Context: an optimization exercise on an open-source flow, tuned for small area, a short achievable clock period and few clock cycles per item. The choices shown serve that exercise and are no tape-out recipe.
Where RTL was checked, it was by simulation tests only, not by an equivalence proof against the original.

## north
// modular_exponentiation
module modular_exponentiation #(
  parameter int WIDTH = 62,
  parameter int R     = 2
) (
  input  wire logic                                 clk,
  input  wire logic                                 rst_n,
  input  wire logic                                 in_tvalid,
  output logic                                      in_tready,
  input  wire logic [mexp_pkg::IN_TDATA_W-1:0]      in_tdata,
  output logic                                      out_tvalid,
  input  wire logic                                 out_tready,
  output logic      [mexp_pkg::OUT_TDATA_W-1:0]     out_tdata
);
  localparam int N  = 62;
  localparam int PW = 65;            
  localparam int FW = mexp_pkg::FIELD_W;
  typedef enum logic [3:0] {
    ST_IDLE  = 4'd0,
    ST_CHECK = 4'd1,
    ST_NORM  = 4'd2,
    ST_SETUP = 4'd3,
    ST_SETUP2 = 4'd9,
    ST_STEP  = 4'd4,
    ST_CPA   = 4'd5,
    ST_FIX   = 4'd6,
    ST_SHR   = 4'd7,
    ST_EMIT  = 4'd8
  } state_t;
  localparam logic [1:0] OP_RED = 2'd0;
  localparam logic [1:0] OP_SQR = 2'd1;
  localparam logic [1:0] OP_MUL = 2'd2;
  state_t            st_r;
  ...
clock: 10.0 ns
lec_check: 0
cap_margin: 20
core_margin: 2
core_utilization: 40
setup_slack_margin: 5
slew_margin: 20
tns_end_percent: 1
run.sh (not shown) runs the stock make flow with config.mk's settings and CLKGATE_MAP_FILE= SYNTH_SCRIPT=/design/flow/synth_recipe.tcl, a recipe that flattens the netlist after the stock synthesis.
Testbench counts of north, summed over its fixed seeds: cycles 601,749, items 192.
What south does differently from north at the input level:
--- a/flow/config.mk
+++ b/flow/config.mk
@@ -11 +10,0 @@
-export SETUP_SLACK_MARGIN = 5
@@ -13 +11,0 @@
-export TNS_END_PERCENT = 1
Findings:
Compared with north, in south wire length fell by 7.1%; post-route fraction of the period consumed by the critical path now larger; worst hold path cell count level; core utilization lost 2.0 points. For north, the end point of the critical path was s_r[51]$_SDFFCE_PN0P_, unlike south, where it was s_r[55]$_SDFFCE_PN0P_. Between north and south, the worst hold margin figures differ only marginally. Between south and north, the placement-stage cell area does not differ in any meaningful way. Compared with north, south improves cell area. south ended up with met4 as its uppermost metal layer occupied by signal nets; north ended up with met5.
--- input diff south..east ---
--- a/flow/config.mk
+++ b/flow/config.mk
@@ -10,0 +11 @@
+export SETUP_SLACK_MARGIN = 5
@@ -11,0 +13 @@
+export TNS_END_PERCENT = 5
## What came out
- east ends up with a global-route wire length before repair that is about 7% higher than in south.
- Against south, east reports a multi-input logic area that is higher.
- Wire: east routes more than south
- Going from south to east, setup slack of the critical path after layout grows by 1.34 ns.
- Going from south to east, share of the clock period used by the worst path shrinks by 13 points.
- Sequential share of layout area down 1.5 points in east wrt south
- east vs south: register-to-register slack up
- The critical path endpoint comes out s_r[61]$_SDFFCE_PN0P_ in one run and s_r[55]$_SDFFCE_PN0P_ in the other, namely in east and south respectively.
- For south, the highest metal layer with signal wires was met4, unlike east, where it was met5.
What west does differently from east at the input level:
--- a/flow/config.mk
+++ b/flow/config.mk
@@ -13 +12,0 @@
-export TNS_END_PERCENT = 5
==> run notes <==
When the final numbers for east and west were put side by side, the wire length of the first global-routing pass turned out to be greater in west.
The sum of negative setup slack on east is in line with that on west.
On number of buffers inserted during clock tree synthesis: west sits above east.

* * *

modular_exponentiation, a different RTL version from the one above (not shown whole).
For scale: about 420 flip-flops, ~37000 um2 of cells after synthesis.
clock: 10.0 ns
lec_check: 0
cap_margin: 20
core_margin: 2
core_utilization: 40
setup_slack_margin: 4
slew_margin: 20
tns_end_percent: 5
The starting point went through all stages and came out clean.
Testbench counts at the start, summed over its fixed seeds: cycles 601,749, items 192.
==> next run, changes <==
- SETUP_SLACK_MARGIN: 4 -> 5
What happened: The changed run finished with timing, DRC and antenna clean; global-route usage climbs by 0.81 points; routed wire length climbs by 1.6%; worst setup slack gains 120 ps; hold slack loses 52 ps.

* * *

## v43
Another version of the RTL of modular_exponentiation (not shown whole).
Size in the first run: roughly 4,400 cells after synthesis, ~490 flip-flops, roughly 260 I/O pins, about 41,000 um^2 of cells after synthesis.
Settings: LEC_CHECK=0, ABC_AREA=1, CAP_MARGIN=20, CORE_MARGIN=2, CORE_UTILIZATION=55, SETUP_SLACK_MARGIN=5, SLEW_MARGIN=20, TNS_END_PERCENT=5; clock period 10.0 ns.
v43 went all the way through the flow, and no timing, DRC or antenna check failed.
Testbench counts of v43, summed over its fixed seeds: cycles 540,547, items 192.
What v6 does differently from v43 at the input level:
- clearing ABC_AREA, which used to be 1
- swapping 5 for 0 in TNS_END_PERCENT
- swapping 55 for 40 in CORE_UTILIZATION
--- outcome ---
- Relative to v43, via count has gone down in v6.
- Setup slack: v6 less than v43
- v6: wire length on met3 1.3 mm above v43
- Area after synthesis of v6 falls short of that of v43 slightly.
- fa_1 as the cell with the largest stage delay on the worst path was reported by v6, and fa_2 by v43.
- Of the two candidates, v43 has the better global-route wire length before repair and v6 the worse one.
Input changes introduced in v17 (baseline for comparison: v6):
- putting ABC_AREA at 1 where nothing was set
Results
- Measured against each other, v6 and v17 differ in setup slack after placement, the lower figure coming from v6.
- Higher mean routed wirelength per cell was reported by v6, not v17.
- Of v6 and v17, the run reporting the lower non-clock buffer total of the final layout was v17.
- On sequential element share of the synthesized area: between v6 and v17, it ends up higher for v6.
- Compared with v6, v17 shows final worst-path cycle share lower by 2.2 points.
- Via count, v6 and v17, higher one = v17.
> inputs changed (v17 -> v11)
- ABC_AREA no longer set, was 1
- TNS_END_PERCENT now 5, was 0
Findings:
Comparing v17 and v11, the higher maximum fanout along the worst path was measured on v11. Die outline area shrinks slightly when moving from v17 to v11. Taking v17 as the reference, in v11 sequential share of cell area stayed essentially flat, number of setup buffers added after CTS increased by about 40% relative to the old numbers. In the tables for v17 and v11, per-instance average area after synthesis reads lower with v17. v11: synthesis-to-layout area growth is 2.0 points higher than what v17 reported. Adder-cell share of the synthesized area (higher): v11. Relative to v17, total routing resource utilization after global routing has gone up in v11.
Modified inputs, v29 compared to v11
- setting ABC_AREA to 1 for the first time
### Flow results
[compare] base=v11 new=v29: core utilization shrank by 0.40 points. On placeable core area: between v11 and v29, it ends up lower for v11. Met3 routing resource usage after global routing: v11 and v29 compared, lower one is v29.
Setup changes, v29 to v20
- a change of SETUP_SLACK_MARGIN from 5 to 4.5
v20: PASS, flow complete, no timing, DRC or antenna violations. Worst slack on hold paths: v29 vs v20 — no meaningful difference. Of the two values seen for worst setup path endpoint, q0_r[0] was produced by v29 and s_r[15] by v20. Relative to v29, the number of buffers and inverters on the critical path of v20 is lower by 1. Relative to v29, v20 improves worst setup skew after layout. Status: number of nets with antenna violations after routing parity (v29, v20). There was hardly any difference in area after synthesis between v29 and v20. When v20 is measured against v29, its logic depth of the worst register-to-register path turns out 3 higher. The relative area of non-clock buffer cells in the final design of v20 falls short of that of v29 by 0.59 points. Delta(number of diodes, v20 - v29) < 0.

* * *

modular_exponentiation with an RTL version that a note above also has.
Size: roughly 4100 cells after synthesis, roughly 420 flip-flops, ~0.038 mm² of cells after synthesis.
Design modular_exponentiation, start of the top module:
module modular_exponentiation #(
  parameter int WIDTH = 62,
  parameter int R     = 2
) (
  input  wire logic                                 clk,
  input  wire logic                                 rst_n,
  input  wire logic                                 in_tvalid,
  output logic                                      in_tready,
  input  wire logic [mexp_pkg::IN_TDATA_W-1:0]      in_tdata,
  output logic                                      out_tvalid,
  input  wire logic                                 out_tready,
  output logic      [mexp_pkg::OUT_TDATA_W-1:0]     out_tdata
);
  localparam int N  = 62;
  localparam int PW = 65;            
  localparam int FW = mexp_pkg::FIELD_W;
  typedef enum logic [3:0] {
    ST_IDLE  = 4'd0,
    ST_CHECK = 4'd1,
    ST_NORM  = 4'd2,
    ST_SETUP = 4'd3,
    ST_SETUP2 = 4'd9,
    ST_STEP  = 4'd4,
    ST_CPA   = 4'd5,
    ST_FIX   = 4'd6,
    ST_SHR   = 4'd7,
    ST_EMIT  = 4'd8
  } state_t;
  localparam logic [1:0] OP_RED = 2'd0;
  localparam logic [1:0] OP_SQR = 2'd1;
  localparam logic [1:0] OP_MUL = 2'd2;
  state_t            st_r;
  logic              in_ready_r;
  logic              out_valid_r;
  logic [1:0]        op_r;
  logic              pend_mul_r;
  logic [N-1:0]      m_r;
  logic [N-1:0]      e_r;
  logic [N-1:0]      b_r;
  logic [N-1:0]      acc_r;
  logic [PW-1:0]     s_r;
  logic [PW-1:0]     c_r;
  logic [5:0]        sh_r;           
  logic [5:0]        ecnt_r;         
  logic [6:0]        idx_r;          
  logic [5:0]        ng_r;           
  logic [R-1:0]      yd_r;           
  logic [R-1:0]      yn_r;           
  logic              neg_r;
  assign in_tready  = in_ready_r;
  assign out_tvalid = out_valid_r;
  assign out_tdata  = {2'b00, acc_r};
  ...
Settings: LEC_CHECK=0, ABC_AREA=1, CAP_MARGIN=20, CORE_MARGIN=2, CORE_UTILIZATION=40, SETUP_SLACK_MARGIN=5, SLEW_MARGIN=20, TNS_END_PERCENT=5; clock period 10.0 ns.
The baseline passed the timing, design-rule and antenna checks.
Testbench counts at the start, summed over its fixed seeds: cycles 601,749, items 192.
Change:
ABC_AREA = unset   (was 1)
TNS_END_PERCENT = 0   (was 5)
Effect:
- setup slack degrades by 0.36 ns
- final area drops by a few percent
- clock skew climbs by 0.011 ns
- global-route usage drops by 0.93 points
- die area drops slightly
- routed wire length drops by a little under a tenth
- fmax drops by a few percent
- critical path depth drops by 11
- via count drops by roughly a tenth
- synthesized cell count drops by about a fifth

* * *

modular_exponentiation, a different RTL version from the one above (not shown whole).
Size: ~3300 cells after synthesis, ~410 flip-flops, ~34000 µm² of cells after synthesis.
make LEC_CHECK=0 CAP_MARGIN=20 CORE_MARGIN=2 CORE_UTILIZATION=40 SETUP_SLACK_MARGIN=5 SLEW_MARGIN=20 finish   # period 10.0 ns
The starting point produced a clean layout.
Next try:
Settings changed: SETUP_SLACK_MARGIN 5 to default.
Global-route usage falls by 2.3 points.
Worst setup slack degrades by 1500 ps.
Non-clock buffer count went down by 126.
No functional check of the RTL was part of any run of this note.

==> static timing again, ports no longer ideal <==
How much do the figures lean on ideal ports? The routed layouts below were timed once more, with nothing changed but the port constraints. Step 1 sets driving cells, clkbuf_16 on the clock port and buf_2 on the other inputs (assumed; they add their load-dependent delay and slew). Step 2 adds t to the input delays and takes it off the output delays; t is the mean of the earliest and latest rising clock arrival at the registers after step 1. Input paths then give back, and output paths get back, about the clock's delay inside the block. Slacks: ideal / step 1 / step 2; pairs: ideal / step 1.
| run | shift t [ns] | slack for setup (ns) | worst data-port slew with drivers (ns) | cell pins on the clock port's net |
|---|---|---|---|---|
| north | 0.695 | 4.208 / 4.208 / 4.208 | 0.08 | 1 |
| south | 0.692 | 2.927 / 2.927 / 2.927 | 0.10 | 1 |
| east | 0.699 | 4.265 / 4.265 / 4.265 | 0.09 | 1 |
| west | 0.706 | 4.224 / 4.224 / 4.224 | 0.09 | 1 |
| the first run of note 2 | 0.699 | 4.112 / 4.112 / 4.112 | 0.08 | 1 |
| the second run of note 2 | 0.702 | 4.234 / 4.234 / 4.234 | 0.08 | 1 |
| v43 | 0.699 | 4.517 / 4.517 / 4.517 | 0.09 | 1 |
| v6 | 0.746 | 4.225 / 4.225 / 4.225 | 0.07 | 1 |
| v17 | 0.717 | 4.440 / 4.440 / 4.440 | 0.11 | 1 |
| v11 | 0.740 | 4.207 / 4.207 / 4.207 | 0.08 | 1 |
| v29 | 0.720 | 4.509 / 4.509 / 4.509 | 0.15 | 1 |
| v20 | 0.718 | 4.507 / 4.507 / 4.507 | 0.11 | 1 |
| the first run of note 4 | 0.691 | 4.572 / 4.572 / 4.572 | 0.07 | 1 |
| the second run of note 4 | 0.696 | 4.213 / 4.213 / 4.213 | 0.08 | 1 |
| the first run of note 5 | 0.680 | 2.674 / 2.674 / 2.674 | 0.07 | 1 |
| the second run of note 5 | 0.678 | 1.167 / 1.167 / 1.167 | 0.07 | 1 |
After both steps every run listed still meets setup and hold.
